This design comes from an exercise in tuning for small area, a short achievable clock period and few clock cycles per item on the open sky130 flow, not from production work.
In this exercise RTL edits were held to simulation tests only and were not proved equivalent to the original.
No activity file was given, so power comes from the tool's default toggle rates.

File: flow/design.v
package tbs_pkg;
  localparam int unsigned ID_W    = 32;
  localparam int unsigned TOKEN_W = 16;
  localparam int unsigned EVENT_W = 3;
  localparam int unsigned LEVEL_W = 5;
  localparam int unsigned ENTRY_W = ID_W + TOKEN_W;
  localparam logic [TOKEN_W-1:0] BUCKET_RESET = 16'd10;
  localparam logic REQ_TICK   = 1'b0;
  localparam logic REQ_PACKET = 1'b1;
  typedef enum logic [EVENT_W-1:0] {
    EV_TOKEN_ADDED   = 3'd0,
    EV_TOKEN_DROPPED = 3'd1,
    EV_TOO_BIG       = 3'd2,
    EV_QUEUED        = 3'd3,
    EV_QUEUE_FULL    = 3'd4,
    EV_PASSED        = 3'd5
  } event_t;
  typedef enum logic [1:0] {
    ST_IDLE = 2'b01,
    ST_EXEC = 2'b10
  } state_t;
endpackage
module tbs_ram #(
  parameter int unsigned WIDTH = 48,
  parameter int unsigned DEPTH = 16
) (
  input  logic                     clk,
  input  logic                     we,
  input  logic [$clog2(DEPTH)-1:0] waddr,
  input  logic [WIDTH-1:0]         wdata,
  input  logic [$clog2(DEPTH)-1:0] raddr,
  output logic [WIDTH-1:0]         rdata
);
  logic [WIDTH-1:0] mem [DEPTH];
  always_ff @(posedge clk) begin
    if (we) begin
      mem[waddr] <= wdata;
    end
    rdata <= mem[raddr];
  end
endmodule
module token_bucket_shaper #(
  parameter int unsigned QUEUE_DEPTH = 16
) (
  input  logic                         clk,
  input  logic                         rst,
  input  logic                         cfg_wen,
  input  logic [tbs_pkg::TOKEN_W-1:0]  cfg_wdata,    
  input  logic                         s_tvalid,
  output logic                         s_tready,
  input  logic [47:0]                  s_tdata,      
  input  logic                         s_tuser,      
  output logic                         m_tvalid,
  input  logic                         m_tready,
  output logic [55:0]                  m_tdata,      
  output logic [3:0]                   m_tuser       
);
  localparam int unsigned IW = tbs_pkg::ID_W;
  localparam int unsigned TW = tbs_pkg::TOKEN_W;
  localparam int unsigned PW = $clog2(QUEUE_DEPTH);
  localparam int unsigned CW = $clog2(QUEUE_DEPTH + 1);
  function automatic logic [TW:0] sub_ks(input logic [TW-1:0] a, input logic [TW-1:0] b);
    logic [TW-1:0] g;
    logic [TW-1:0] p;
    logic [TW-1:0] x;
    x = a ^ ~b;
    g = a & ~b;
    p = x;
    g[0] = g[0] | p[0];
    for (int k = 1; k < TW; k = k * 2) begin
      for (int i = TW - 1; i >= k; i--) begin
        g[i] = g[i] | (p[i] & g[i-k]);
        p[i] = p[i] & p[i-k];
      end
    end
    sub_ks = {g[TW-1], x ^ {g[TW-2:0], 1'b1}};
  endfunction
  function automatic logic [2*TW+1:0] sub_cs(input logic [TW-1:0] a, input logic [TW-1:0] b);
    logic [TW-1:0] g;
    logic [TW-1:0] p;
    logic [TW-1:0] x;
    x = a ^ ~b;
    g = a & ~b;
    p = x;
    for (int k = 1; k < TW; k = k * 2) begin
      for (int i = TW - 1; i >= k; i--) begin
        g[i] = g[i] | (p[i] & g[i-k]);
        p[i] = p[i] & p[i-k];
      end
    end
    sub_cs = {g[TW-1], x ^ {g[TW-2:0], 1'b0},
              g[TW-1] | p[TW-1], x ^ ({g[TW-2:0], 1'b0} | {p[TW-2:0], 1'b1})};
  endfunction
  function automatic logic [TW-1:0] dec_t(input logic [TW-1:0] a);
    logic [TW-1:0] c;
    c[0] = 1'b1;
    for (int i = 1; i < TW; i++) c[i] = ~|(a & ((TW'(1) << i) - 1'b1));
    dec_t = a ^ c;
  endfunction
  function automatic logic [TW-1:0] inc_t(input logic [TW-1:0] a);
    logic [TW-1:0] c;
    c[0] = 1'b1;
    for (int i = 1; i < TW; i++) c[i] = &(a | ~((TW'(1) << i) - 1'b1));
    inc_t = a ^ c;
  endfunction
  function automatic logic [CW-1:0] inc_c(input logic [CW-1:0] a);
    logic [CW-1:0] c;
    c[0] = 1'b1;
    for (int i = 1; i < CW; i++) c[i] = &(a | ~((CW'(1) << i) - 1'b1));
    inc_c = a ^ c;
  endfunction
  function automatic logic [CW-1:0] dec_c(input logic [CW-1:0] a);
    logic [CW-1:0] c;
    c[0] = 1'b1;
    for (int i = 1; i < CW; i++) c[i] = ~|(a & ((CW'(1) << i) - 1'b1));
    dec_c = a ^ c;
  endfunction
  function automatic logic [PW-1:0] inc_p(input logic [PW-1:0] a);
    logic [PW-1:0] c;
    c[0] = 1'b1;
    for (int i = 1; i < PW; i++) c[i] = &(a | ~((PW'(1) << i) - 1'b1));
    inc_p = a ^ c;
  endfunction
  logic               sk_v;
  logic               sk_kind;
  logic [IW-1:0]      sk_id;
  logic [TW-1:0]      sk_need;
  logic               sk_big;
  logic               in_v;
  logic               in_kind;
  logic [IW-1:0]      in_id;
  logic [TW-1:0]      in_need;
  logic               in_big;      
  logic               out_v;
  tbs_pkg::event_t    out_ev;
  logic               out_rel;
  logic [IW-1:0]      out_rid;
  logic [TW-1:0]      bucket_size;
  logic [TW-1:0]      tokens;
  logic [CW-1:0]      count;
  logic [PW-1:0]      head;
  logic [PW-1:0]      head1;       
  logic [PW-1:0]      tail;
  logic [TW-1:0]      head_need_m1;    
  logic               head_need_z;     
  logic [IW-1:0]      mem_id   [QUEUE_DEPTH];
  logic [TW-1:0]      mem_need_m1 [QUEUE_DEPTH];    
  logic               mem_need_z  [QUEUE_DEPTH];    
  logic               accept;
  logic               fire;
  logic               in_load;
  logic               q_empty;
  logic               q_full;
  logic [TW-1:0]      s_need;
  logic               s_big;
  logic [TW:0]        s_cmp;
  logic               is_tick;
  logic [TW-1:0]      tok_p1;
  logic [2*TW+1:0]    dif_hh;      
  logic               ge_h;
  logic               ge_h1;
  logic [TW:0]        dif_n;       
  logic [TW:0]        dif_b;       
  logic               lt;
  logic               tick_rel;
  logic               pass;
  logic               push;
  logic               pop;
  logic [TW-1:0]      tokens_next;
  tbs_pkg::event_t    ev_next;
  logic               rel_next;
  logic [IW-1:0]      rid_next;
  logic [TW-1:0]      next_need_m1;
  logic               next_need_z;
  logic [TW-1:0]      in_need_m1;
  logic               in_need_z;
  logic [IW-1:0]      head_id;
  assign s_tready = !sk_v;
  assign accept   = s_tvalid && !sk_v;
  assign fire     = in_v && (!out_v || m_tready);
  assign in_load  = !in_v || fire;
  assign q_empty  = (count == '0);
  assign q_full   = count[CW-1];
  assign s_need   = s_tdata[tbs_pkg::ENTRY_W-1:IW];
  assign s_cmp    = sub_ks(bucket_size, s_need);
  assign s_big    = !s_cmp[TW];
  assign is_tick  = (in_kind == tbs_pkg::REQ_TICK);
  assign tok_p1   = inc_t(tokens);
  assign dif_hh   = sub_cs(tokens, head_need_m1);
  assign ge_h     = dif_hh[2*TW+1] || head_need_z;
  assign ge_h1    = dif_hh[TW] || head_need_z;
  assign dif_n    = sub_ks(tokens, in_need);
  assign dif_b    = sub_ks(tokens, bucket_size);
  assign lt       = !dif_b[TW];
  assign tick_rel = !q_empty && (lt ? ge_h1 : ge_h);
  assign pass     = !in_big && q_empty && dif_n[TW];
  assign pop      = is_tick && tick_rel;
  assign push     = !is_tick && !in_big && !pass && !q_full;
  always_comb begin
    if (is_tick) begin
      ev_next  = lt ? tbs_pkg::EV_TOKEN_ADDED : tbs_pkg::EV_TOKEN_DROPPED;
      rel_next = tick_rel;
      rid_next = tick_rel ? head_id : '0;
    end else begin
      rel_next = pass;
      rid_next = pass ? in_id : '0;
      if (in_big)      ev_next = tbs_pkg::EV_TOO_BIG;
      else if (pass)   ev_next = tbs_pkg::EV_PASSED;
      else if (q_full) ev_next = tbs_pkg::EV_QUEUE_FULL;
      else             ev_next = tbs_pkg::EV_QUEUED;
    end
  end
  always_comb begin
    if (is_tick) begin
      if (lt) tokens_next = tick_rel ? dif_hh[TW-1:0]      : tok_p1;
      else    tokens_next = tick_rel ? dif_hh[2*TW:TW+1]   : tokens;
    end else begin
      tokens_next = pass ? dif_n[TW-1:0] : tokens;
    end
  end
  assign in_need_m1 = dec_t(in_need);
  assign in_need_z  = (in_need == '0);
  always_comb begin
    next_need_m1 = '0;
    next_need_z  = 1'b0;
    head_id   = '0;
    for (int i = 0; i < QUEUE_DEPTH; i++) begin
      next_need_m1 = next_need_m1 | (mem_need_m1[i] & {TW{head1 == PW'(i)}});
      next_need_z  = next_need_z  | (mem_need_z[i]  & (head1 == PW'(i)));
      head_id   = head_id   | (mem_id[i]   & {IW{head  == PW'(i)}});
    end
  end
  always_ff @(posedge clk) begin
    if (rst) begin
      sk_v        <= 1'b0;
      in_v        <= 1'b0;
      out_v       <= 1'b0;
      bucket_size <= tbs_pkg::BUCKET_RESET;
      tokens      <= '0;
      count       <= '0;
      head        <= '0;
      head1       <= PW'(1);
      tail        <= '0;
    end else begin
      if (cfg_wen) begin
        bucket_size <= cfg_wdata;
      end
      if (sk_v) begin
        if (in_load) sk_v <= 1'b0;
      end else begin
        if (accept && !in_load) sk_v <= 1'b1;
      end
      if (in_load) begin
        in_v <= sk_v || accept;
      end
      if (fire) begin
        out_v <= 1'b1;
      end else if (m_tready) begin
        out_v <= 1'b0;
      end
      if (fire) begin
        tokens <= tokens_next;
        if (push) begin
          count <= inc_c(count);
          tail  <= inc_p(tail);
        end
        if (pop) begin
          count <= dec_c(count);
          head  <= head1;
          head1 <= inc_p(head1);
        end
      end
    end
  end
  always_ff @(posedge clk) begin
    if (!sk_v) begin
      sk_kind <= s_tuser;
      sk_id   <= s_tdata[IW-1:0];
      sk_need <= s_need;
      sk_big  <= s_big;
    end
    if (in_load) begin
      if (sk_v) begin
        in_kind <= sk_kind;
        in_id   <= sk_id;
        in_need <= sk_need;
        in_big  <= sk_big;
      end else begin
        in_kind <= s_tuser;
        in_id   <= s_tdata[IW-1:0];
        in_need <= s_need;
        in_big  <= s_big;
      end
    end
    if (fire) begin
      out_ev  <= ev_next;
      out_rel <= rel_next;
      out_rid <= rid_next;
      if (pop) begin
        head_need_m1 <= next_need_m1;
        head_need_z  <= next_need_z;
      end else if (q_empty) begin
        head_need_m1 <= in_need_m1;
        head_need_z  <= in_need_z;
      end
    end
    if (!q_full) begin
      mem_id[tail]   <= in_id;
      mem_need_m1[tail] <= in_need_m1;
      mem_need_z[tail]  <= in_need_z;
    end
  end
  assign m_tvalid = out_v;
  assign m_tdata  = {3'b000, count, tokens, out_rid};
  assign m_tuser  = {out_rel, out_ev};
endmodule
File: flow/run.sh
#!/bin/bash
# synth_recipe.tcl (not shown) runs the flow's synth.tcl, then flattens the netlist and writes it again
# the make line also repeats each setting of config.mk as NAME=value (left out here)
make -C /OpenROAD-flow-scripts/flow DESIGN_CONFIG=/design/flow/config.mk WORK_HOME=/design/flow/orfs CLKGATE_MAP_FILE= SYNTH_SCRIPT=/design/flow/synth_recipe.tcl finish
File: flow/config.mk
export PLATFORM = sky130hd
export DESIGN_NAME = token_bucket_shaper
export DESIGN_NICKNAME = token_bucket_shaper
export VERILOG_FILES = /design/flow/design.v
export SDC_FILE = /design/flow/constraint.sdc
export NUM_CORES = 4
export LEC_CHECK = 0
export ABC_AREA = 1
export CAP_MARGIN = 20
export CORE_MARGIN = 2
export CORE_UTILIZATION = 70
export SETUP_SLACK_MARGIN = 3.0
export SLEW_MARGIN = 20
File: flow/constraint.sdc
create_clock -name core_clock -period 5.5 [get_ports {clk}]
set_input_delay 1.1000 -clock core_clock [delete_from_list [all_inputs] [get_ports {clk}]]
set_output_delay 1.1000 -clock core_clock [all_outputs]
set_load 0.01 [all_outputs]
==> summary.txt, run 1 <==
Status
  • Run status: finished clean

Routing
  • Number of nets with antenna violations after detailed routing: 0
  • Vias: ~30,000
  • Via count normalized by instance count: between 6 and 7
  • DRT Wirelength: between 100,000 and 150,000 µm
  • 1st-iter DRT viols: 3,924
  • First-pass iteration count of the detailed router: 6
  • Number of design rule violations left after detail routing: 0
  • Average routed wire per standard cell: about 30 µm

Timing
  • Setup repair after global routing missed its margin: yes
  • Final setup fails: 0
  • Post-Route Setup TNS: 0 ps
  • Final-report hold violation count: 0
  • Period Utilization, post-route: 0.524
  • Peak clock frequency supported by timing: roughly 350 MHz
  • Pins Over Slew Limit: 0
  • Min cycle time layout: 2880 ps
  • Relative slew margins: 0.231
  • Actual transition at the worst max-transition pin: 1150 ps
  • Worst Clk Skew: 31.2 ps
  • Final worst-path setup slack: 2620 ps

Floorplan
  • Standard-cell row count: 87
  • Width of the die: between 200 and 250 µm
  • Area of the core region: roughly 56,000 µm²
  • Die area: slightly below 60,000 µm²
  • Die Y-Extent: around 240 µm
  • Initial Util: 0.707
  • Boundary pin count: approximately 130

Worst hold path
  • Hold Path Cell Cnt: 2
  • Endpoint of the worst hold-timing path: sk_big
  • Worst hold start: sk_big
  • Path category of the worst min-delay check: reg -> reg

Final layout
  • Number of antenna cells inserted: 0
  • Multi-input combinational cell area: approximately 11,000 µm²
  • Most used cells in the layout excluding fill and tap cells: sky130_fd_sc_hd__edfxtp_1, sky130_fd_sc_hd__nand2_1, sky130_fd_sc_hd__inv_1
  • Final design instance area without fill: 48,100 µm²
  • Leading cell type in the layout, fill and taps excluded: sky130_fd_sc_hd__edfxtp_1
  • Fin nets: around 3,600
  • Post-Route Utilization: 0.855
  • Area taken by flip-flops and latches: approximately 29,000 µm²
  • Fraction of layout cells with a size suffix above 1: 0.176
  • Layout-stage area growth over the synthesis result: 21.0%
  • Number of fill cells in the layout: 2,563

Logic synthesis
  • Synth warnings: 1
  • Number of flops mapped to enable cells by yosys: just under 900
  • Fraction of synthesis flops using an asynchronous set or reset pin: 0
  • Count of unique library cells instantiated by Yosys: 54
  • Largest cells by area after synthesis: sky130_fd_sc_hd__edfxtp_1, sky130_fd_sc_hd__nand2_1, sky130_fd_sc_hd__dfxtp_1
  • Area share of the largest cell type after synthesis: 0.670
  • Gate Count Post-Synth: about 3,200
  • Number of flip-flops and latches in the synthesized netlist: about 990
  • Post-synthesis instance area: about 40,000 µm²
  • Part of the Yosys area used for sequential elements: 0.721
  • Avg Inst Size Synth: 12.6 µm²
  • Cell type with the highest aggregate area in the netlist: sky130_fd_sc_hd__edfxtp_1
  • Post-synth top flop: sky130_fd_sc_hd__edfxtp_1

Power and ir drop
  • Pwr/cell area: 331 nW/µm²
  • Fraction of power consumed by combinational cells: 0.069
  • Psw: around 0.0037 W
  • Total leakage power: roughly 18 nW
  • Switching part of the total power: 0.230
  • Internal Pwr Total: approximately 0.012 W
  • Tot Pwr: approximately 0.016 W
  • Reg power frac: 0.534
  • Worst voltage drop across the vdd grid: slightly above 0.3 mV
  • Portion of total power attributed to the clock network: 0.397

Clocking
  • H-tree depth reported by CTS: 3
  • Clock insertion delay at the later pin of the skew report: 660 ps
  • TritonCTS sink count: ~990
  • Number of buffers between clock root and the deepest sink: 3
  • Clk slew on worst S/H paths: 60 ps
  • Clock tree from TritonCTS: done
  • Number of buffers created by CTS: 94
  • Clock tree root buffer cell: sky130_fd_sc_hd__clkbuf_16

Worst setup path
  • Data arrival time of the critical path: 3160 ps
  • Depth of the worst register-to-register path: 4
  • Critical path startpoint category: flop
  • Critical path, cell by cell: inv_1, nand2_1, nor2_4, buf_4
  • Crit-path max cell delay: about 870 ps
  • Capturing element type of the critical path: flop
  • R2r setup slk: around 2600 ps
  • Worst EP required: between 5000 and 6000 ps
  • Critical Path Slowest Stage Cell: sky130_fd_sc_hd__nor2_4
  • Kind of critical path: reg -> reg
  • Beginning of the worst register-to-register path: count[4]
  • Worst r2r dst: mem_need_m1[14][12]
  • Maximum fanout encountered on the critical timing path: 28

Placement
  • Cell area reported after detailed placement: 42,100 µm²
  • Routability congestion estimate from global placement: about 0.92
  • Estimated wirelength of the detail-placed design: between 60,000 and 70,000 µm
  • Count of port buffers added during placement: approximately 130
  • Worst slack after detailed placement: about 1700 ps

Flow run
  • Max-cap viol count: 0

Global route
  • Met3 track utilization from global routing: 0.0753
  • Total overflow reported by the global router: 0
  • Met1 Usage GRT: 0.518
  • Via count of the first global-routing pass: between 20,000 and 30,000
  • Maximum number of pins on one net before global-route repair: 50
  • Met2 demand-to-capacity share in global routing: 0.677
  • Wire length of the first global-routing pass: between 150,000 and 200,000 µm
  • Number of antenna violations at the first check in global routing: 1
  • Global Route Usage Sum: 0.413
  • Layer with the highest usage after global routing: met2
-- state kept, by name, indices dropped and copies added (netlist names), 3 cells and up --
name,flops
head_need_m1,16
head1,4
out_rid,32
sk_id,32
tail,4
bucket_size,16
tokens,16
sk_need,16
count,5
mem_id,512
head,4
mem_need_z,16
in_id,32
in_need,16
mem_need_m1,256
out_ev,3
-- area by class of cell --
cell class	count	area share
Timing Repair Buffer	299	0.0661
Tap cell	756	0.0197
Clock inverter	50	0.00869
Timing Repair inverter	3	0.00140
Sequential cell	989	0.597
Multi-Input combinational cell	1794	0.230
Inverter	288	0.0243
Clock buffer	122	0.0525
-- power groups by stage --
stage | combinational [W] | clock [W] | sequential (W)
after floorplan | 0.000507 | 0 | 0.00861
after global placement | 0.000806 | 0 | 0.00864
after detailed placement | 0.000824 | 0 | 0.00866
after CTS | 0.000976 | 0.00623 | 0.00850
after global routing | 0.00118 | 0.00656 | 0.00852
final | 0.00111 | 0.00632 | 0.00851
-- kinds of logic (layout without fill, tap and decap cells) --
family / after synthesis / after routing / synth area share
flip-flops: 989 / 989 / 0.721
adder cells (fa/ha/maj): 83 / 83 / 0.0265
other: 1 / 3 / 0.0000943
AND/OR/NAND/NOR: 1159 / 1169 / 0.121
multiplexers: 1 / 1 / 0.000252
AO/OA/AOI/OAI: 503 / 503 / 0.0840
buffers and inverters: 396 / 762 / 0.0392
XOR/XNOR: 35 / 35 / 0.00771
-- how the worst max path moves through the flow --
stage | slack, ps | to | start | cells past startpoint
3_5_place_dp | 1740 | tokens[0] | m_tready | 9
2_1_floorplan | 2320 | mem_id[10][0] | tail[0] | 4
6_report | 2620 | mem_need_m1[14][12] | count[4] | 4
4_1_cts | 2760 | head_need_m1[10] | head_need_m1[0] | 17
3_3_place_gp | 1830 | tokens[14] | m_tready | 10
5_1_grt | 2510 | tokens[3] | head_need_m1[0] | 20
-- synth_stat cells (all sizes together) (2+ instances only) --
master and instances:
nor4 3, nor2 144, xor2 27, o2111ai 3, o21bai 2, a22oi 6
a22o 77, a21oi 139, o41ai 3, o21ai 139, nand3b 13, a211o 2
clkbuf 78, buf 30, nand2 782, edfxtp 887, dfxtp 102, ha 81
nand3 122, clkinv 7, a32o 8, a211oi 6, nor3 21, o21a 4
o31ai 3, inv 281, a31oi 5, o22ai 4, a221oi 87, nand4 72
a2111oi 11, xnor2 8, fa 2
-- per-stage QoR --
step | std cells | hold WS (ps)
4_1_cts | 4264 | 456
6_report | 4301 | 455
3_5_place_dp | 3994 | 439
2_1_floorplan | 3169 | 414
3_3_place_gp | 3994 | 428
5_1_grt | 4301 | 470
-- timing repair --
| item | in CTS | in global routing |
|---|---|---|
| cloned | 19 | 6 |
| hold buffers | 0 | 0 |
| pin swaps | 45 | 68 |
| endpoints found under the setup margin | 596 | 409 |
| resized for setup | 326 | 240 |
| setup buffers | 79 | 31 |
-- worst max-delay path, delay by kind of cell, from the launching register on --
kind                   cells  cell delay, ps
buffers and inverters      2             900
DFF                        1             360
and+or+nand+nor            2            1170
-- routing by layer --
| layer | up-vias | part of all wire |
|---|---|---|
| li1 | 12000 | - |
| met3 | 710 | 0.14 |
| met2 | 2715 | 0.47 |
| met5 | - | 0.00012 |
| met4 | 2 | 0.079 |
| met1 | 13700 | 0.32 |
Testbench counts, summed over its fixed seeds: cycles 16,080, items 16,000.
==> inputs of run 2 (changes only) <==
--- a/flow/design.v
+++ b/flow/design.v
@@ -122,9 +122,4 @@
     inc_p = a ^ c;
   endfunction
-  logic               sk_v;
-  logic               sk_kind;
-  logic [IW-1:0]      sk_id;
-  logic [TW-1:0]      sk_need;
-  logic               sk_big;
   logic               in_v;
   logic               in_kind;
@@ -176,6 +171,6 @@
   logic               in_need_z;
   logic [IW-1:0]      head_id;
-  assign s_tready = !sk_v;
-  assign accept   = s_tvalid && !sk_v;
+  assign s_tready = in_load;
+  assign accept   = s_tvalid && in_load;
   assign fire     = in_v && (!out_v || m_tready);
   assign in_load  = !in_v || fire;
@@ -233,5 +228,4 @@
   always_ff @(posedge clk) begin
     if (rst) begin
-      sk_v        <= 1'b0;
       in_v        <= 1'b0;
       out_v       <= 1'b0;
@@ -246,11 +240,6 @@
         bucket_size <= cfg_wdata;
       end
-      if (sk_v) begin
-        if (in_load) sk_v <= 1'b0;
-      end else begin
-        if (accept && !in_load) sk_v <= 1'b1;
-      end
       if (in_load) begin
-        in_v <= sk_v || accept;
+        in_v <= s_tvalid;
       end
       if (fire) begin
@@ -274,22 +263,9 @@
   end
   always_ff @(posedge clk) begin
-    if (!sk_v) begin
-      sk_kind <= s_tuser;
-      sk_id   <= s_tdata[IW-1:0];
-      sk_need <= s_need;
-      sk_big  <= s_big;
-    end
     if (in_load) begin
-      if (sk_v) begin
-        in_kind <= sk_kind;
-        in_id   <= sk_id;
-        in_need <= sk_need;
-        in_big  <= sk_big;
-      end else begin
-        in_kind <= s_tuser;
-        in_id   <= s_tdata[IW-1:0];
-        in_need <= s_need;
-        in_big  <= s_big;
-      end
+      in_kind <= s_tuser;
+      in_id   <= s_tdata[IW-1:0];
+      in_need <= s_need;
+      in_big  <= s_big;
     end
     if (fire) begin
--- a/flow/config.mk
+++ b/flow/config.mk
@@ -10,4 +10,4 @@
 export CORE_MARGIN = 2
 export CORE_UTILIZATION = 70
-export SETUP_SLACK_MARGIN = 3.0
+export SETUP_SLACK_MARGIN = 3.5
 export SLEW_MARGIN = 20
==> summary.txt, run 2 <==
Logic synthesis
  • Largest cells by area after synthesis: sky130_fd_sc_hd__edfxtp_1, sky130_fd_sc_hd__nand2_1, sky130_fd_sc_hd__inv_1
  • Post-synthesis share of cell area spent on full adders, half adders and majority gates: 0.0276
  • Area fraction in and, or, nand and nor cells after synthesis: 0.114
  • Number of flops mapped to enable cells by yosys: between 800 and 900
  • Fraction of synthesis flops using an asynchronous set or reset pin: 0
  • Most instantiated library cell after synthesis: sky130_fd_sc_hd__edfxtp_1
  • Post-synthesis share of cell area spent on xor and xnor gates: 0.00872
  • Cell type with the highest aggregate area in the netlist: sky130_fd_sc_hd__edfxtp_1
  • Post-synth top flop: sky130_fd_sc_hd__edfxtp_1
  • Number of flip-flops and latches in the synthesized netlist: ~940
  • Proportion of synthesized area in mux cells: 0.000262
  • Avg Inst Size Synth: 12.9 µm²
  • Gate Count Post-Synth: about 2,900
  • Area share of the largest cell type after synthesis: 0.698
  • Part of the Yosys area used for sequential elements: 0.725
  • Synth warnings: 1
  • Count of unique library cells instantiated by Yosys: between 50 and 60
  • Most frequent cells after synthesis: sky130_fd_sc_hd__edfxtp_1, sky130_fd_sc_hd__nand2_1, sky130_fd_sc_hd__inv_1, sky130_fd_sc_hd__a21oi_1, sky130_fd_sc_hd__nor2_1
  • Largest family of logic cells by synthesized area: simple AND/OR/NAND/NOR gates
  • Post-synthesis instance area: 38,200 µm²
  • Compound-Gate Fraction of Synth Area: 0.0849

Clocking
  • Clock tree from TritonCTS: done
  • H-tree depth reported by CTS: 3
  • Number of buffers created by CTS: 88
  • Number of buffers between clock root and the deepest sink: 3
  • Clock insertion delay at the later pin of the skew report: ~660 ps
  • Clk slew on worst S/H paths: ~70 ps
  • Clock tree root buffer cell: sky130_fd_sc_hd__clkbuf_16
  • Hold-fix buffers, CTS: 0
  • TritonCTS sink count: about 940

Worst setup path
  • Depth of the worst register-to-register path: 12
  • Critical path, cell by cell: nor2_1, nand2_1, nor2_1, nand2_4, nor2_4, nand2_4, nand2_4, buf_6, nand3_4, a21oi_2, nand2_1, inv_1
  • Most repeated library cell on the critical path: sky130_fd_sc_hd__nand2_4
  • Critical path depth: 12
  • Data arrival time of the critical path: 3360 ps
  • Critical Path Slowest Stage Cell: sky130_fd_sc_hd__nor2_4
  • Kind of critical path: reg -> reg
  • Worst EP required: 6080 ps
  • Largest delay contributor family on the critical path: simple AND/OR/NAND/NOR gates
  • Capturing element type of the critical path: flop
  • Buffer and inverter count on the worst path: 2
  • Maximum fanout encountered on the critical timing path: 23
  • Crit-path max cell delay: between 400 and 500 ps
  • Critical path startpoint category: flop

Power and ir drop
  • Pwr/cell area: between 300 and 400 nW/µm²
  • Worst voltage drop across the vdd grid: about 0.31 mV
  • Total leakage power: between 15 and 20 nW

Status
  • Run status: finished clean

Global route
  • Global Route Usage Sum: 0.432
  • Maximum number of pins on one net before global-route repair: 50
  • Wire length of the first global-routing pass: approximately 170,000 µm
  • Number of antenna violations at the first check in global routing: 2
  • Via count of the first global-routing pass: 27,800
  • Total overflow reported by the global router: 0

Timing
  • Period Utilization, post-route: 0.505
  • Final setup fails: 0
  • Pins Over Slew Limit: 0
  • Peak clock frequency supported by timing: roughly 360 MHz
  • Setup repair after global routing missed its margin: yes
  • Worst Clk Skew: roughly 24 ps
  • Actual transition at the worst max-transition pin: about 1100 ps
  • Post-Route Setup TNS: 0 ps
  • Final-report hold violation count: 0
  • Min cycle time layout: approximately 2800 ps
  • Relative slew margins: 0.291

Placement
  • Cell area reported after detailed placement: 40,600 µm²
  • Estimated wirelength of the detail-placed design: slightly below 60,000 µm
  • Routability congestion estimate from global placement: around 0.9
  • Count of port buffers added during placement: 128

Worst hold path
  • Path category of the worst min-delay check: reg -> reg
  • Hold Path Cell Cnt: 2

Final layout
  • Layout-stage area growth over the synthesis result: 23.3%
  • Fin nets: approximately 3,400
  • Registers with the most flip-flops: mem_id x512, mem_need_m1 x256
  • Largest register by flop count: mem_id
  • Most used cells in the layout excluding fill and tap cells: sky130_fd_sc_hd__edfxtp_1, sky130_fd_sc_hd__nand2_1, sky130_fd_sc_hd__inv_1
  • Largest register FFs: 512
  • Final design instance area without fill: between 40,000 and 50,000 µm²
  • Leading cell type in the layout, fill and taps excluded: sky130_fd_sc_hd__edfxtp_1
  • Number of fill cells in the layout: about 2,200
  • Fraction of layout cells with a size suffix above 1: 0.225

Flow run
  • Max-cap viol count: 0

Floorplan
  • Die area: 56,400 µm²
  • Die Y-Extent: about 240 µm
  • Initial Util: 0.709
  • Boundary pin count: approximately 130
  • Width of the die: 237 µm
  • Standard-cell row count: 85
  • Area of the core region: approximately 54,000 µm²

Routing
  • Average routed wire per standard cell: roughly 31 µm
  • Via count normalized by instance count: between 7 and 8
  • Number of design rule violations left after detail routing: 0
  • Number of nets with antenna violations after detailed routing: 0
  • 1st-iter DRT viols: 4,841
  • Vias: around 28,000
  • DRT Wirelength: about 130,000 µm
  • First-pass iteration count of the detailed router: 9
==> run 2: cell count changes after synthesis, moves of 6 or more <==
cell | before | now
sky130_fd_sc_hd__o21ai_0 | 133 | 111
sky130_fd_sc_hd__clkinv_1 | 6 | 0
sky130_fd_sc_hd__nand4_1 | 71 | 80
sky130_fd_sc_hd__dfxtp_1 | 102 | 51
sky130_fd_sc_hd__a221oi_1 | 87 | 95
sky130_fd_sc_hd__nor2_1 | 142 | 132
sky130_fd_sc_hd__nand3_1 | 121 | 115
sky130_fd_sc_hd__o21ai_1 | 4 | 10
sky130_fd_sc_hd__nand3b_1 | 13 | 4
sky130_fd_sc_hd__nand2_1 | 774 | 648
sky130_fd_sc_hd__clkbuf_1 | 78 | 67
==> run 2: what timing repair did <==
item                                    4_1_cts  5_1_grt
buffers inserted                            115       28
gates resized for setup                     610      212
cloned                                       24        4
endpoints found under the setup margin     1181      893
pin swaps                                    72       62
==> run 2: cells by family after synthesis <==
| group | Yosys count |
|---|---|
| AOI/OAI and AO/OA | 483 |
| and+or+nand+nor | 1023 |
| DFF | 938 |
| adders and majority gates | 83 |
| buffers and inverters | 380 |
| muxes | 1 |
| other | 1 |
| xor gates and xnor gates | 38 |
==> run 2: cell type report <==
type                            instances  area, µm²  share of cell area
Clock inverter                         58        579              0.0123
Timing Repair inverter                 12        189             0.00402
Clock buffer                          104       2260              0.0481
Inverter                              281       1190              0.0253
Multi-Input combinational cell       1640      10800               0.230
Sequential cell                       938      27700               0.590
Timing Repair Buffer                  316       3370              0.0716
Tap cell                              696        871              0.0185
Antenna cell                            2       5.00            0.000106
==> run 2: path summary, 6_finish.rpt <==
kind              startpoint         endpoint  slack (ps)
max                 count[0]        tokens[4]        2720
min          bucket_size[10]  bucket_size[10]         490
max reg2reg         count[0]        tokens[4]        2720
min reg2reg  bucket_size[10]  bucket_size[10]         490
==> run 2: where the power goes <==
group | internal [W] | switching [W]
clock network | 0.00335 | 0.00273
registers | 0.00795 | 0.000135
logic | 0.000440 | 0.000703
total | 0.0117 | 0.00357
==> run 2: worst reg2reg max path, stage by stage (launching register included) <==
cell                      delay (ps)
sky130_fd_sc_hd__dfxtp_4         370
sky130_fd_sc_hd__nor2_1          260
sky130_fd_sc_hd__nand2_1         140
sky130_fd_sc_hd__nor2_1          240
sky130_fd_sc_hd__nand2_4         340
sky130_fd_sc_hd__nor2_4          430
sky130_fd_sc_hd__nand2_4         110
sky130_fd_sc_hd__nand2_4         100
sky130_fd_sc_hd__buf_6           170
sky130_fd_sc_hd__nand3_4         160
sky130_fd_sc_hd__a21oi_2         210
sky130_fd_sc_hd__nand2_1         110
sky130_fd_sc_hd__inv_1            70
==> run 2: metrics by stage <==
stage / util / hold slack (ps) / cells / total power (W) / setup slack (ps)
3_5_place_dp: 0.754 / 483 / 3712 / 0.00901 / 1490
6_report: 0.874 / 493 / 4047 / 0.0153 / 2720
4_1_cts: 0.852 / 495 / 4013 / 0.0151 / 2790
2_1_floorplan: - / 451 / 2949 / 0.00868 / 2860
3_3_place_gp: 0.754 / 475 / 3712 / 0.00898 / 1530
5_1_grt: 0.874 / 520 / 4045 / 0.0156 / 2710
==> run 2: metal layers <==
metal	vias to the layer above	global-route usage	share of wire
met2	2854	0.667	0.45
met3	702	0.124	0.16
met1	13500	0.573	0.32
li1	11400	-	-
met5	-	0	0.00021
met4	2	0.209	0.064
Testbench counts of run 2, summed over its fixed seeds: cycles 16,080, items 16,000.
==> inputs of run 3 (changes only) <==
--- a/flow/config.mk
+++ b/flow/config.mk
@@ -9,5 +9,5 @@
 export CAP_MARGIN = 20
 export CORE_MARGIN = 2
-export CORE_UTILIZATION = 70
+export CORE_UTILIZATION = 60
 export SETUP_SLACK_MARGIN = 3.5
 export SLEW_MARGIN = 20
==> summary.txt, run 3 <==
Status
  • Run status: finished clean

Placement
  • Estimated wirelength of the detail-placed design: between 60,000 and 70,000 µm
  • Routability congestion estimate from global placement: a little under 0.9
  • Instance count after placement with tap cells included: between 3,000 and 4,000
  • Count of port buffers added during placement: about 130
  • Cell area reported after detailed placement: between 40,000 and 50,000 µm²

Global route
  • Global Route Usage Sum: 0.359
  • Via count of the first global-routing pass: about 25,000
  • Met1 Usage GRT: 0.534
  • Met2 demand-to-capacity share in global routing: 0.542
  • Total overflow reported by the global router: 0
  • Met3 track utilization from global routing: 0.0671
  • Number of antenna violations at the first check in global routing: 2
  • Wire length of the first global-routing pass: approximately 170,000 µm
  • Layer with the highest usage after global routing: met2
  • Maximum number of pins on one net before global-route repair: 41

Final layout
  • Largest register by flop count: mem_id
  • Layout-stage area growth over the synthesis result: 24.6%
  • Largest register FFs: about 500
  • Fin nets: approximately 3,500
  • Finished Layout Cells: between 4,000 and 5,000
  • Fraction of layout cells with a size suffix above 1: 0.232
  • Final design instance area without fill: around 48,000 µm²
  • Area taken by flip-flops and latches: roughly 28,000 µm²
  • Number of fill cells in the layout: 3,957
  • Multi-input combinational cell area: 10,900 µm²
  • Most used cells in the layout excluding fill and tap cells: sky130_fd_sc_hd__edfxtp_1, sky130_fd_sc_hd__nand2_1, sky130_fd_sc_hd__inv_1
  • Registers with the most flip-flops: mem_id x512, mem_need_m1 x256
  • Leading cell type in the layout, fill and taps excluded: sky130_fd_sc_hd__edfxtp_1

Worst setup path
  • Startpoint of the worst setup timing path: in_need[0]
  • CP Capture Point: head_need_z
  • Critical path startpoint category: flop
  • Kind of critical path: reg -> reg
  • Critical path, cell by cell: buf_6, inv_12, ha_4, nand2_4, nor2_4, nand4_1, nor2_2, nand3_2, inv_2, nand3_4, nor2_4, nand4_1, buf_6, mux2i_2
  • Beginning of the worst register-to-register path: in_need[0]
  • Largest delay contributor family on the critical path: simple AND/OR/NAND/NOR gates
  • R2r setup slk: between 2000 and 3000 ps
  • Critical path depth: 14
  • Crit-path max cell delay: roughly 500 ps
  • Worst r2r dst: head_need_z
  • Worst EP required: 5990 ps
  • Data arrival time of the critical path: ~3200 ps
  • Critical Path Slowest Stage Cell: sky130_fd_sc_hd__edfxtp_1
  • Depth of the worst register-to-register path: 14
  • Maximum fanout encountered on the critical timing path: 6
  • Capturing element type of the critical path: flop
  • Buffer and inverter count on the worst path: 4

Logic synthesis
  • Gate Count Post-Synth: roughly 3,000
  • Post-synthesis instance area: between 30,000 and 40,000 µm²
  • Post-synth top flop: sky130_fd_sc_hd__edfxtp_1
  • Most instantiated library cell after synthesis: sky130_fd_sc_hd__edfxtp_1
  • Number of flops mapped to enable cells by yosys: between 800 and 900
  • Avg Inst Size Synth: between 10 and 15 µm²
  • Fraction of synthesis flops using an asynchronous set or reset pin: 0
  • Largest cells by area after synthesis: sky130_fd_sc_hd__edfxtp_1, sky130_fd_sc_hd__nand2_1, sky130_fd_sc_hd__inv_1
  • Most frequent cells after synthesis: sky130_fd_sc_hd__edfxtp_1, sky130_fd_sc_hd__nand2_1, sky130_fd_sc_hd__inv_1, sky130_fd_sc_hd__a21oi_1, sky130_fd_sc_hd__nor2_1
  • Count of unique library cells instantiated by Yosys: 55
  • Area share of the largest cell type after synthesis: 0.698
  • Synth warnings: 1
  • Number of flip-flops and latches in the synthesized netlist: 938
  • Cell type with the highest aggregate area in the netlist: sky130_fd_sc_hd__edfxtp_1
  • Part of the Yosys area used for sequential elements: 0.725

Timing
  • Relative slew margins: 0.412
  • Setup repair after global routing missed its margin: yes
  • Final-report hold violation count: 0
  • Min cycle time layout: ~2700 ps
  • Pins Over Slew Limit: 0
  • Actual transition at the worst max-transition pin: a little under 900 ps
  • Peak clock frequency supported by timing: 372 MHz
  • Post-Route Setup TNS: 0 ps
  • Final setup fails: 0
  • Worst Clk Skew: about 35 ps
  • Period Utilization, post-route: 0.488

Floorplan
  • Boundary pin count: 132
  • Standard-cell row count: 92
  • Die area: approximately 66,000 µm²
  • Width of the die: around 260 µm
  • Initial Util: 0.606
  • Die Y-Extent: 256 µm
  • Area of the core region: approximately 63,000 µm²

Clocking
  • Clock insertion delay at the later pin of the skew report: about 670 ps
  • Clk slew on worst S/H paths: around 60 ps
  • H-tree depth reported by CTS: 3
  • Clock tree from TritonCTS: done
  • Number of buffers created by CTS: 94
  • TritonCTS sink count: approximately 940
  • Number of buffers between clock root and the deepest sink: 3
  • Clock tree root buffer cell: sky130_fd_sc_hd__clkbuf_16

Power and ir drop
  • Worst voltage drop across the vdd grid: 0.313 mV
  • Total leakage power: about 18 nW
  • Tot Pwr: 0.0151 W
  • Pwr/cell area: ~320 nW/µm²

Routing
  • 1st-iter DRT viols: roughly 3,600
  • First-pass iteration count of the detailed router: 5
  • Number of design rule violations left after detail routing: 0
  • Vias: 26,800
  • Number of nets with antenna violations after detailed routing: 0
  • Average routed wire per standard cell: roughly 28 µm
  • DRT Wirelength: 118,000 µm
  • Via count normalized by instance count: ~6.3

Worst hold path
  • Worst hold start: bucket_size[6]
  • Path category of the worst min-delay check: reg -> reg

Flow run
  • Max-cap viol count: 0
-- run 3: cell counts after synthesis --
No cell type changed its count.
-- run 3: cell families (layout without fill, tap and decap cells) --
kind of cell / Yosys count / in the layout / synth area share
compound gates: 483 / 483 / 0.0849
simple gates: 1023 / 1039 / 0.114
mux: 1 / 1 / 0.000262
buf+inv: 380 / 822 / 0.0396
flops: 938 / 938 / 0.725
other cells: 1 / 4 / 0.0000983
fa+ha+maj: 83 / 83 / 0.0276
xor+xnor: 38 / 38 / 0.00872
-- run 3: tightest hold or removal path: cells and delay by family (launching register included) --
family | cells | cell delay (ps)
buffers and inverters | 1 | 70
DFF | 1 | 310
AOI/OAI and AO/OA | 1 | 60
-- run 3: layout make-up --
cell class                 count  share of cell area
clock inverter                50             0.00731
timing repair buffer         360              0.0757
multi-input combinational   1647               0.229
inverter                     281              0.0252
antenna                        1           0.0000526
sequential                   938               0.583
timing repair inverter        13             0.00460
tap                          846              0.0223
clock buffer                 118              0.0525
-- run 3: metrics by stage --
step	util	worst slack, ps	hold WS [ps]
2_1_floorplan	-	2860	451
3_3_place_gp	0.649	1550	481
3_5_place_dp	0.650	1520	483
4_1_cts	0.735	2820	489
5_1_grt	0.755	2750	515
6_report	0.755	2810	484
-- run 3: worst min-delay path by stage --
stage	endpoint	depth (start not counted)
finish	bucket_size[6]	2
floorplan	bucket_size[15]	2
global route	bucket_size[6]	2
CTS	bucket_size[6]	2
global placement	bucket_size[6]	2
detailed placement	bucket_size[6]	2
-- run 3: per-layer routing --
metal	up-vias	wire [µm]
met2	1754	53600
li1	11500	-
met4	0	4140
met1	13200	46500
met5	-	0
met3	278	14300
-- run 3: power by group --
part           total [W]  internal (W)  switching [W]
Sequential       0.00808       0.00795       0.000126
Combinational    0.00109      0.000422       0.000665
Clock            0.00592       0.00323        0.00269
Total             0.0151        0.0116        0.00348
-- run 3: repair_timing --
action / 4_1_cts / 5_1_grt
hold buffers: 0 / 0
hold endpoints to repair: 0 / 0
gates resized for setup: 580 / 211
pin swaps: 54 / 47
setup endpoints to repair: 1228 / 445
gates cloned: 29 / 4
setup buffers: 135 / 37
==> inputs of run 4 (changes only) <==
--- a/flow/config.mk
+++ b/flow/config.mk
@@ -10,4 +10,4 @@
 export CORE_MARGIN = 2
 export CORE_UTILIZATION = 60
-export SETUP_SLACK_MARGIN = 3.5
+export SETUP_SLACK_MARGIN = 4.5
 export SLEW_MARGIN = 20
==> summary.txt, run 4 <==
Status
  • Run status: finished clean

Routing
  • Number of design rule violations left after detail routing: 0
  • Number of nets with antenna violations after detailed routing: 0
  • Vias: 32,400
  • DRT Wirelength: around 180,000 µm
  • Via count normalized by instance count: 7.08
  • 1st-iter DRT viols: between 5,000 and 6,000
  • Average routed wire per standard cell: roughly 38 µm
  • First-pass iteration count of the detailed router: 8

Worst setup path
  • Maximum fanout encountered on the critical timing path: 30
  • Data arrival time of the critical path: roughly 3500 ps
  • Startpoint of the worst setup timing path: head[2]
  • Beginning of the worst register-to-register path: head[2]
  • Critical path startpoint category: flop
  • Worst EP required: ~6000 ps
  • CP Capture Point: out_rid[10]
  • Kind of critical path: reg -> reg
  • R2r setup slk: 2420 ps
  • Capturing element type of the critical path: flop
  • Depth of the worst register-to-register path: 9
  • Worst r2r dst: out_rid[10]

Final layout
  • Largest register FFs: 512
  • Fin nets: 3,795
  • Fraction of layout cells with a size suffix above 1: 0.331
  • Largest register by flop count: mem_id
  • Multi-input combinational cell area: around 12,000 µm²
  • Leading cell type in the layout, fill and taps excluded: sky130_fd_sc_hd__edfxtp_1
  • Layout-stage area growth over the synthesis result: 43.3%
  • Area taken by flip-flops and latches: 27,800 µm²
  • Number of fill cells in the layout: 2,520
  • Most used cells in the layout excluding fill and tap cells: sky130_fd_sc_hd__edfxtp_1, sky130_fd_sc_hd__nand2_1, sky130_fd_sc_hd__inv_1
  • Registers with the most flip-flops: mem_id x512, mem_need_m1 x256
  • Final design instance area without fill: approximately 55,000 µm²

Global route
  • Number of antenna violations at the first check in global routing: 6
  • Wire length of the first global-routing pass: between 200,000 and 250,000 µm
  • Met3 track utilization from global routing: 0.179
  • Via count of the first global-routing pass: around 30,000
  • Layer with the highest usage after global routing: met2
  • Global Route Usage Sum: 0.473
  • Met2 demand-to-capacity share in global routing: 0.705
  • Maximum number of pins on one net before global-route repair: 33
  • Total overflow reported by the global router: 0
  • Met1 Usage GRT: 0.544

Logic synthesis
  • Synth warnings: 1
  • Largest cells by area after synthesis: sky130_fd_sc_hd__edfxtp_1, sky130_fd_sc_hd__nand2_1, sky130_fd_sc_hd__inv_1
  • Most instantiated library cell after synthesis: sky130_fd_sc_hd__edfxtp_1
  • Number of flops mapped to enable cells by yosys: 887
  • Most frequent cells after synthesis: sky130_fd_sc_hd__edfxtp_1, sky130_fd_sc_hd__nand2_1, sky130_fd_sc_hd__inv_1, sky130_fd_sc_hd__a21oi_1, sky130_fd_sc_hd__nor2_1
  • Count of unique library cells instantiated by Yosys: between 50 and 60
  • Post-synth top flop: sky130_fd_sc_hd__edfxtp_1
  • Fraction of synthesis flops using an asynchronous set or reset pin: 0
  • Cell type with the highest aggregate area in the netlist: sky130_fd_sc_hd__edfxtp_1
  • Avg Inst Size Synth: between 10 and 15 µm²
  • Gate Count Post-Synth: ~2,900
  • Part of the Yosys area used for sequential elements: 0.725
  • Area share of the largest cell type after synthesis: 0.698
  • Number of flip-flops and latches in the synthesized netlist: around 940
  • Post-synthesis instance area: about 38,000 µm²

Clocking
  • H-tree depth reported by CTS: 3
  • Clock insertion delay at the later pin of the skew report: between 700 and 800 ps
  • Number of buffers between clock root and the deepest sink: 3
  • Hold-fix buffers, CTS: 0
  • Clk slew on worst S/H paths: approximately 70 ps
  • TritonCTS sink count: around 940
  • Clock tree root buffer cell: sky130_fd_sc_hd__clkbuf_16
  • Number of buffers created by CTS: 93
  • Clock tree from TritonCTS: done

Power and ir drop
  • Pwr/cell area: 302 nW/µm²
  • Total leakage power: ~21 nW
  • Worst voltage drop across the vdd grid: between 0.4 and 0.5 mV

Placement
  • Estimated wirelength of the detail-placed design: approximately 61,000 µm
  • Count of port buffers added during placement: 128
  • Routability congestion estimate from global placement: approximately 0.90
  • Worst slack after detailed placement: 1810 ps
  • Cell area reported after detailed placement: around 41,000 µm²

Floorplan
  • Boundary pin count: 132
  • Area of the core region: roughly 63,000 µm²
  • Initial Util: 0.606
  • Width of the die: 256 µm
  • Die Y-Extent: about 260 µm
  • Die area: 65,600 µm²
  • Standard-cell row count: 92

Timing
  • Final setup fails: 0
  • Relative slew margins: 0.364
  • Pins Over Slew Limit: 0
  • Peak clock frequency supported by timing: 325 MHz
  • Post-Route Setup TNS: 0 ps
  • Setup repair after global routing missed its margin: yes
  • Actual transition at the worst max-transition pin: between 900 and 1000 ps
  • Final worst-path setup slack: around 2400 ps
  • Period Utilization, post-route: 0.560
  • Final-report hold violation count: 0
  • Min cycle time layout: between 3000 and 4000 ps
  • Worst Clk Skew: around 60 ps

Flow run
  • Max-cap viol count: 0

Worst hold path
  • Path category of the worst min-delay check: reg -> reg
## run 4: cell counts after synthesis
No cell type changed its count.
## run 4: timing repair
| action | CTS | global route |
|---|---|---|
| endpoints found under the hold margin | 0 | 0 |
| pin swaps | 92 | 105 |
| gates cloned | 118 | 14 |
| resized for setup | 945 | 362 |
| setup endpoints to repair | 1378 | 1462 |
| buffers inserted | 290 | 103 |
## run 4: how the worst min path moves through the flow
stage                               start         endpoint  cells past startpoint
after floorplan           bucket_size[12]  bucket_size[12]                      2
after global routing       bucket_size[8]   bucket_size[8]                      2
after CTS                  bucket_size[8]   bucket_size[8]                      2
final                      bucket_size[8]   bucket_size[8]                      2
after global placement    bucket_size[14]  bucket_size[14]                      2
after detailed placement  bucket_size[12]  bucket_size[12]                      2
## run 4: power by group
part | internal (W) | switching, W
registers | 0.00795 | 0.000128
logic | 0.000608 | 0.000883
clock network | 0.00385 | 0.00309
total | 0.0124 | 0.00410
## run 4: per-stage QoR
stage          cells  total power, W  hold WS (ps)   util
6_report        4568          0.0165           492  0.868
5_1_grt         4562          0.0167           504  0.868
4_1_cts         4445          0.0159           494  0.824
3_5_place_dp    3868         0.00905           487  0.655
3_3_place_gp    3868         0.00902           472  0.655
2_1_floorplan   2949         0.00871           455      -
## run 4: final cells by class
type	instances	area share
clock buffers	109	0.0437
flip-flops and latches	938	0.508
repair inverters	16	0.00549
diodes	6	0.000275
clock inverters	60	0.0141
repair buffers	659	0.171
inverters	281	0.0231
multi-input cells	1653	0.215
well taps	846	0.0194
## run 4: per-layer routing
layer	up-vias	share of wire
li1	12200	-
met5	-	0
met4	0	0.12
met2	3614	0.42
met3	1321	0.17
met1	15200	0.29
## run 4: critical path, stage by stage (launching register included)
cell                      delay (ps)
sky130_fd_sc_hd__dfxtp_1         410
sky130_fd_sc_hd__nand2_2         270
sky130_fd_sc_hd__inv_1           200
sky130_fd_sc_hd__nand2_2         270
sky130_fd_sc_hd__inv_4           300
sky130_fd_sc_hd__a22o_1          320
sky130_fd_sc_hd__a21oi_1         290
sky130_fd_sc_hd__nand4_1         470
sky130_fd_sc_hd__nand2_4         220
sky130_fd_sc_hd__o21ai_2          70
## run 4: kinds of logic after synthesis
| group | share of synthesized area |
|---|---|
| other | 0.0000983 |
| and+or+nand+nor | 0.114 |
| DFF | 0.725 |
| xor gates and xnor gates | 0.00872 |
| AOI/OAI and AO/OA | 0.0849 |
| muxes | 0.000262 |
| buffers and inverters | 0.0396 |
| adders and majority gates | 0.0276 |
==> inputs of run 5 (changes only) <==
--- a/flow/config.mk
+++ b/flow/config.mk
@@ -10,4 +10,4 @@
 export CORE_MARGIN = 2
 export CORE_UTILIZATION = 60
-export SETUP_SLACK_MARGIN = 4.5
+export SETUP_SLACK_MARGIN = 3.8
 export SLEW_MARGIN = 20
==> summary.txt, run 5 <==
Status
  • Run status: finished clean

Timing
  • Period Utilization, post-route: 0.509
  • Post-Route Setup TNS: 0 ps
  • Final worst-path setup slack: between 2000 and 3000 ps
  • Min cycle time layout: 2800 ps
  • Final setup fails: 0
  • Actual transition at the worst max-transition pin: roughly 1200 ps
  • Relative slew margins: 0.230
  • Peak clock frequency supported by timing: 357 MHz
  • Pins Over Slew Limit: 0
  • Setup repair after global routing missed its margin: yes
  • Final-report hold violation count: 0
  • Worst Clk Skew: about 32 ps

Logic synthesis
  • Cell type with the highest aggregate area in the netlist: sky130_fd_sc_hd__edfxtp_1
  • Avg Inst Size Synth: roughly 13 µm²
  • Post-synthesis instance area: approximately 38,000 µm²
  • Most frequent cells after synthesis: sky130_fd_sc_hd__edfxtp_1, sky130_fd_sc_hd__nand2_1, sky130_fd_sc_hd__inv_1, sky130_fd_sc_hd__a21oi_1, sky130_fd_sc_hd__nor2_1
  • Area share of the largest cell type after synthesis: 0.698
  • Count of unique library cells instantiated by Yosys: between 50 and 60
  • Most instantiated library cell after synthesis: sky130_fd_sc_hd__edfxtp_1
  • Largest cells by area after synthesis: sky130_fd_sc_hd__edfxtp_1, sky130_fd_sc_hd__nand2_1, sky130_fd_sc_hd__inv_1
  • Number of flops mapped to enable cells by yosys: 887
  • Gate Count Post-Synth: between 2,000 and 3,000
  • Number of flip-flops and latches in the synthesized netlist: about 940
  • Synth warnings: 1
  • Part of the Yosys area used for sequential elements: 0.725
  • Fraction of synthesis flops using an asynchronous set or reset pin: 0
  • Post-synth top flop: sky130_fd_sc_hd__edfxtp_1

Worst setup path
  • Data arrival time of the critical path: 3220 ps
  • Maximum fanout encountered on the critical timing path: 8
  • Buffer and inverter count on the worst path: 5
  • Critical Path Slowest Stage Cell: sky130_fd_sc_hd__edfxtp_1
  • Largest delay contributor family on the critical path: simple AND/OR/NAND/NOR gates
  • Kind of critical path: reg -> reg
  • Capturing element type of the critical path: flop
  • Critical path, cell by cell: buf_6, inv_4, ha_4, nand2_4, nor2_4, nand4_1, nor2_4, nand3_4, inv_2, nand3_4, nor2_4, buf_6, nand3_4, nand2_4, nand2_8, buf_12
  • Crit-path max cell delay: between 400 and 500 ps
  • Worst EP required: between 5000 and 6000 ps
  • Critical path startpoint category: flop

Global route
  • Total overflow reported by the global router: 0
  • Number of antenna violations at the first check in global routing: 0
  • Maximum number of pins on one net before global-route repair: 50
  • Global Route Usage Sum: 0.362
  • Wire length of the first global-routing pass: 171,000 µm
  • Via count of the first global-routing pass: about 26,000

Floorplan
  • Width of the die: between 200 and 300 µm
  • Boundary pin count: between 100 and 150
  • Die area: ~66,000 µm²
  • Area of the core region: about 63,000 µm²
  • Initial Util: 0.606
  • Standard-cell row count: ~90
  • Die Y-Extent: about 260 µm

Final layout
  • Number of antenna cells inserted: 0
  • Largest register by flop count: mem_id
  • Final design instance area without fill: about 48,000 µm²
  • Layout-stage area growth over the synthesis result: 26.9%
  • Most used cells in the layout excluding fill and tap cells: sky130_fd_sc_hd__edfxtp_1, sky130_fd_sc_hd__nand2_1, sky130_fd_sc_hd__inv_1
  • Largest register FFs: ~510
  • Post-Route Utilization: 0.769
  • Registers with the most flip-flops: mem_id x512, mem_need_m1 x256
  • Fraction of layout cells with a size suffix above 1: 0.243
  • Leading cell type in the layout, fill and taps excluded: sky130_fd_sc_hd__edfxtp_1
  • Fin nets: approximately 3,500
  • Number of fill cells in the layout: around 3,800

Routing
  • Number of design rule violations left after detail routing: 0
  • Number of nets with antenna violations after detailed routing: 0
  • DRT Wirelength: 121,000 µm
  • Via count normalized by instance count: ~6.3
  • 1st-iter DRT viols: between 2,000 and 3,000
  • Average routed wire per standard cell: about 28 µm
  • First-pass iteration count of the detailed router: 6
  • Vias: 26,800

Placement
  • Cell area reported after detailed placement: approximately 41,000 µm²
  • Estimated wirelength of the detail-placed design: slightly above 60,000 µm
  • Count of port buffers added during placement: 128
  • Worst slack after detailed placement: 1490 ps
  • Routability congestion estimate from global placement: between 0.9 and 1

Clocking
  • Clock tree from TritonCTS: done
  • TritonCTS sink count: between 900 and 1,000
  • H-tree depth reported by CTS: 3
  • Number of buffers created by CTS: 93
  • Clock tree root buffer cell: sky130_fd_sc_hd__clkbuf_16
  • Number of buffers between clock root and the deepest sink: 3
  • Clk slew on worst S/H paths: about 70 ps
  • Clock insertion delay at the later pin of the skew report: ~680 ps
  • Hold-fix buffers, CTS: 0

Power and ir drop
  • Tot Pwr: about 0.016 W
  • Worst voltage drop across the vdd grid: ~0.33 mV
  • Pwr/cell area: about 320 nW/µm²
  • Total leakage power: ~18 nW

Worst hold path
  • Path category of the worst min-delay check: reg -> reg

Flow run
  • Max-cap viol count: 0
==> run 5: tightest hold or removal path: stages (launching register included) <==
cell and delay [ps]:
sky130_fd_sc_hd__dfxtp_2 320, sky130_fd_sc_hd__inv_1 60, sky130_fd_sc_hd__o21ai_0 60
==> run 5: timing repair <==
item                        CTS  global route
setup buffers               149            44
gates resized for setup     711           155
gates cloned                 28             5
setup endpoints to repair  1233           594
pin swaps                    73            44
==> run 5: cells by family after synthesis <==
family / Yosys count / synth area share
other: 1 / 0.0000983
adder cells (fa/ha/maj): 83 / 0.0276
AO/OA/AOI/OAI: 483 / 0.0849
buffers and inverters: 380 / 0.0396
AND/OR/NAND/NOR: 1023 / 0.114
multiplexers: 1 / 0.000262
XOR/XNOR: 38 / 0.00872
flip-flops: 938 / 0.725
==> run 5: area by class of cell <==
class                      instances  area [µm²]  area share
timing repair buffer             381        4200      0.0868
multi-input combinational       1639       10900       0.225
inverter                         281        1220      0.0251
sequential                       938       27800       0.573
timing repair inverter            13         224     0.00463
tap                              846        1060      0.0219
clock buffer                     115        2440      0.0504
clock inverter                    59         593      0.0123
==> run 5: through the flow <==
stage / hold slack (ps) / std cells
detailed placement: 483 / 3872
global placement: 474 / 3872
floorplan: 451 / 2949
CTS: 494 / 4223
global route: 529 / 4272
finish: 490 / 4272
==> run 5: worst paths after layout <==
check,startpoint,endpoint,slack (ps),cells past startpoint
worst max register to register,in_need[0],mem_need_m1[8][15],2700,16
worst max-delay path,in_need[0],mem_need_m1[8][15],2700,16
worst min-delay path,bucket_size[3],bucket_size[3],490,2
worst min register to register,bucket_size[3],bucket_size[3],490,2
==> run 5: power by group <==
group	switching (W)	total [W]	internal [W]	leakage, nW
clock network	0.00275	0.00631	0.00356	1.46
registers	0.000125	0.00808	0.00795	8.62
logic	0.000675	0.00115	0.000472	7.72
total	0.00355	0.0155	0.0120	17.8
==> run 5: routing by layer <==
layer | wire length [µm] | up-vias | track usage
met5 | 0 | - | 0
met4 | 7560 | 0 | 0.198
met3 | 10600 | 408 | 0.0581
met1 | 43900 | 13300 | 0.459
li1 | - | 11600 | -
met2 | 59100 | 1518 | 0.602
==> inputs of run 6 (changes only) <==
--- a/flow/design.v
+++ b/flow/design.v
@@ -127,4 +127,6 @@
   logic [TW-1:0]      in_need;
   logic               in_big;      
+  logic [TW-1:0]      in_need_m1;  
+  logic               in_need_z;   
   logic               out_v;
   tbs_pkg::event_t    out_ev;
@@ -168,6 +170,4 @@
   logic [TW-1:0]      next_need_m1;
   logic               next_need_z;
-  logic [TW-1:0]      in_need_m1;
-  logic               in_need_z;
   logic [IW-1:0]      head_id;
   assign s_tready = in_load;
@@ -214,6 +214,4 @@
     end
   end
-  assign in_need_m1 = dec_t(in_need);
-  assign in_need_z  = (in_need == '0);
   always_comb begin
     next_need_m1 = '0;
@@ -268,4 +266,6 @@
       in_need <= s_need;
       in_big  <= s_big;
+      in_need_m1 <= dec_t(s_need);
+      in_need_z  <= (s_need == '0);
     end
     if (fire) begin
--- a/flow/config.mk
+++ b/flow/config.mk
@@ -10,4 +10,4 @@
 export CORE_MARGIN = 2
 export CORE_UTILIZATION = 60
-export SETUP_SLACK_MARGIN = 3.8
+export SETUP_SLACK_MARGIN = 3.5
 export SLEW_MARGIN = 20
==> summary.txt, run 6 <==
Final layout
  • Registers with the most flip-flops: mem_id x512, mem_need_m1 x256
  • Largest register FFs: just over 500
  • Most used cells in the layout excluding fill and tap cells: sky130_fd_sc_hd__edfxtp_1, sky130_fd_sc_hd__nand2_1, sky130_fd_sc_hd__inv_1
  • Largest register by flop count: mem_id
  • Fraction of layout cells with a size suffix above 1: 0.222
  • Final design instance area without fill: ~48,000 µm²
  • Post-Route Utilization: 0.744
  • Leading cell type in the layout, fill and taps excluded: sky130_fd_sc_hd__edfxtp_1
  • Fin nets: around 3,400
  • Layout-stage area growth over the synthesis result: 23.4%
  • Finished Layout Cells: between 4,000 and 5,000
  • Number of antenna cells inserted: 0

Logic synthesis
  • Gate Count Post-Synth: about 2,900
  • Count of unique library cells instantiated by Yosys: 54
  • Part of the Yosys area used for sequential elements: 0.729
  • Most instantiated library cell after synthesis: sky130_fd_sc_hd__edfxtp_1
  • Largest cells by area after synthesis: sky130_fd_sc_hd__edfxtp_1, sky130_fd_sc_hd__nand2_1, sky130_fd_sc_hd__dfxtp_1
  • Number of flip-flops and latches in the synthesized netlist: approximately 960
  • Avg Inst Size Synth: between 10 and 15 µm²
  • Post-synth top flop: sky130_fd_sc_hd__edfxtp_1
  • Synth warnings: 1
  • Fraction of synthesis flops using an asynchronous set or reset pin: 0
  • Most frequent cells after synthesis: sky130_fd_sc_hd__edfxtp_1, sky130_fd_sc_hd__nand2_1, sky130_fd_sc_hd__inv_1, sky130_fd_sc_hd__nand3_1, sky130_fd_sc_hd__nor2_1
  • Post-synthesis instance area: 38,700 µm²
  • Area share of the largest cell type after synthesis: 0.702
  • Cell type with the highest aggregate area in the netlist: sky130_fd_sc_hd__edfxtp_1
  • Number of flops mapped to enable cells by yosys: 904

Placement
  • Count of port buffers added during placement: 128
  • Instance count after placement with tap cells included: 3,897
  • Cell area reported after detailed placement: 41,500 µm²
  • Estimated wirelength of the detail-placed design: 61,900 µm
  • Routability congestion estimate from global placement: 0.924

Clocking
  • TritonCTS sink count: around 960
  • Hold-fix buffers, CTS: 0
  • Clk slew on worst S/H paths: 60 ps
  • Number of buffers between clock root and the deepest sink: 3
  • Number of buffers created by CTS: slightly above 90
  • Clock tree root buffer cell: sky130_fd_sc_hd__clkbuf_16
  • Clock insertion delay at the later pin of the skew report: 670 ps
  • H-tree depth reported by CTS: 3
  • Clock tree from TritonCTS: done

Worst setup path
  • Crit-path max cell delay: about 200 ps
  • Buffer and inverter count on the worst path: 3
  • Worst EP required: ~4400 ps
  • R2r setup slk: about 2900 ps
  • Data arrival time of the critical path: approximately 1700 ps
  • Critical Path Slowest Stage Cell: sky130_fd_sc_hd__buf_6
  • Critical path, cell by cell: buf_8, inv_12, nand3_4, buf_6
  • Capturing element type of the critical path: output pin
  • Kind of critical path: in -> out
  • Critical path startpoint category: primary input
  • Largest delay contributor family on the critical path: buffers and inverters
  • Maximum fanout encountered on the critical timing path: 3

Worst hold path
  • Path category of the worst min-delay check: reg -> reg

Timing
  • Post-Route Setup TNS: 0 ps
  • Worst Clk Skew: 30.7 ps
  • Actual transition at the worst max-transition pin: ~800 ps
  • Min cycle time layout: 2750 ps
  • Final-report hold violation count: 0
  • Relative slew margins: 0.464
  • Pins Over Slew Limit: 0
  • Setup repair after global routing missed its margin: yes
  • Peak clock frequency supported by timing: approximately 360 MHz
  • Final Hold Slack: a little over 500 ps
  • Period Utilization, post-route: 0.499
  • Final setup fails: 0

Power and ir drop
  • Total leakage power: 17.4 nW
  • Pwr/cell area: between 300 and 400 nW/µm²
  • Worst voltage drop across the vdd grid: 0.306 mV

Routing
  • Number of design rule violations left after detail routing: 0
  • Average routed wire per standard cell: approximately 28 µm
  • Vias: roughly 27,000
  • First-pass iteration count of the detailed router: 6
  • DRT Wirelength: between 100,000 and 150,000 µm
  • Number of nets with antenna violations after detailed routing: 0
  • 1st-iter DRT viols: between 3,000 and 4,000
  • Via count normalized by instance count: ~6.4

Global route
  • Global Route Usage Sum: 0.352
  • Via count of the first global-routing pass: approximately 26,000
  • Maximum number of pins on one net before global-route repair: 50
  • Number of antenna violations at the first check in global routing: 0
  • Total overflow reported by the global router: 0
  • Wire length of the first global-routing pass: ~170,000 µm

Floorplan
  • Die area: between 60,000 and 70,000 µm²
  • Standard-cell row count: a little over 90
  • Boundary pin count: approximately 130
  • Width of the die: between 200 and 300 µm
  • Die Y-Extent: between 200 and 300 µm
  • Initial Util: 0.603
  • Area of the core region: ~64,000 µm²

Flow run
  • Max-cap viol count: 0

Status
  • Run status: finished clean
run 6: layer usage:
layer	up-vias	wire length [µm]	track usage
met4	0	3880	0.110
li1	11500	-	-
met3	275	13800	0.0816
met1	13400	47300	0.508
met5	-	0	0
met2	1685	54600	0.539
run 6: report_power, final:
group          switching, W  total (W)  leakage [nW]  internal [W]
clock               0.00273    0.00626          1.44       0.00353
combinational      0.000615    0.00101          7.21      0.000395
sequential         0.000166    0.00827          8.78       0.00811
total               0.00351     0.0155          17.4        0.0120
run 6: stage by stage:
stage                     power [W]  worst slack, ps
after global placement      0.00918             1820
after global routing         0.0159             2750
after CTS                    0.0154             2760
after floorplan             0.00884             2750
final                        0.0155             2750
after detailed placement    0.00920             1740
run 6: logic make-up after synthesis:
logic type | synth area share
other | 0.0000970
xor gates and xnor gates | 0.00838
and+or+nand+nor | 0.118
DFF | 0.729
buffers and inverters | 0.0346
AOI/OAI and AO/OA | 0.0828
adders and majority gates | 0.0273
run 6: worst paths after layout:
path / startpoint / endpoint / cells past startpoint
worst max-delay path: m_tready / s_tready / 4
worst min-delay path: bucket_size[15] / bucket_size[15] / 2
worst max register to register: head1[0] / head_need_m1[0] / 10
worst min register to register: bucket_size[15] / bucket_size[15] / 2
run 6: area by class of cell:
| class | instances | area, µm² |
|---|---|---|
| timing repair inverter | 7 | 133 |
| clock buffer | 116 | 2430 |
| tap | 855 | 1070 |
| clock inverter | 54 | 541 |
| timing repair buffer | 330 | 3340 |
| fill | 4082 | 16400 |
| sequential | 955 | 28200 |
| inverter | 234 | 1010 |
| multi-input combinational | 1672 | 10900 |
run 6: worst register-to-register path: cells and delay by family, from the launching register on:
family          cells  cell delay [ps]
simple gates        4              380
compound gates      2              890
buf+inv             3              480
fa+ha+maj           1              240
flops               1              370
run 6: timing repair:
action / CTS / global route
setup endpoints to repair: 1049 / 339
resized for setup: 516 / 283
pin swaps: 40 / 66
setup buffers: 86 / 38
gates cloned: 19 / 13
Testbench counts of run 6, summed over its fixed seeds: cycles 16,080, items 16,000.

==> afterwards: timing with drivers on the ports <==
No port has a modelled driver above. Below, the same layouts with a new extraction and two added sets of constraints.
Step 1: set_driving_cell puts a clkbuf_16 on clk and a buf_2 on each other input, an assumption about the parent block.
Step 2, shift: input delay + t, output delay - t, t = (earliest + latest rising clock arrival at the registers) / 2. This alone moves slack from input paths to output paths.
a / b / c = ideal ports / drivers / drivers and shift; a / b = the first two.
run | t, ns | setup WS [ns] | pins driven straight from the clock port
run 1 | 0.710 | 2.619 / 2.619 / 2.252 | 1
run 2 | 0.716 | 2.724 / 2.723 / 2.381 | 1
run 3 | 0.721 | 2.815 / 2.777 / 2.701 | 1
run 4 | 0.766 | 2.421 / 2.421 / 2.392 | 1
run 5 | 0.724 | 2.701 / 2.668 / 2.668 | 1
run 6 | 0.718 | 2.754 / 2.707 / 2.452 | 1
After both steps setup and hold are still met in every run listed. For run 1, which loses most, drivers alone change the setup slack by 0.000 ns; drivers and shift together by -0.367 ns.
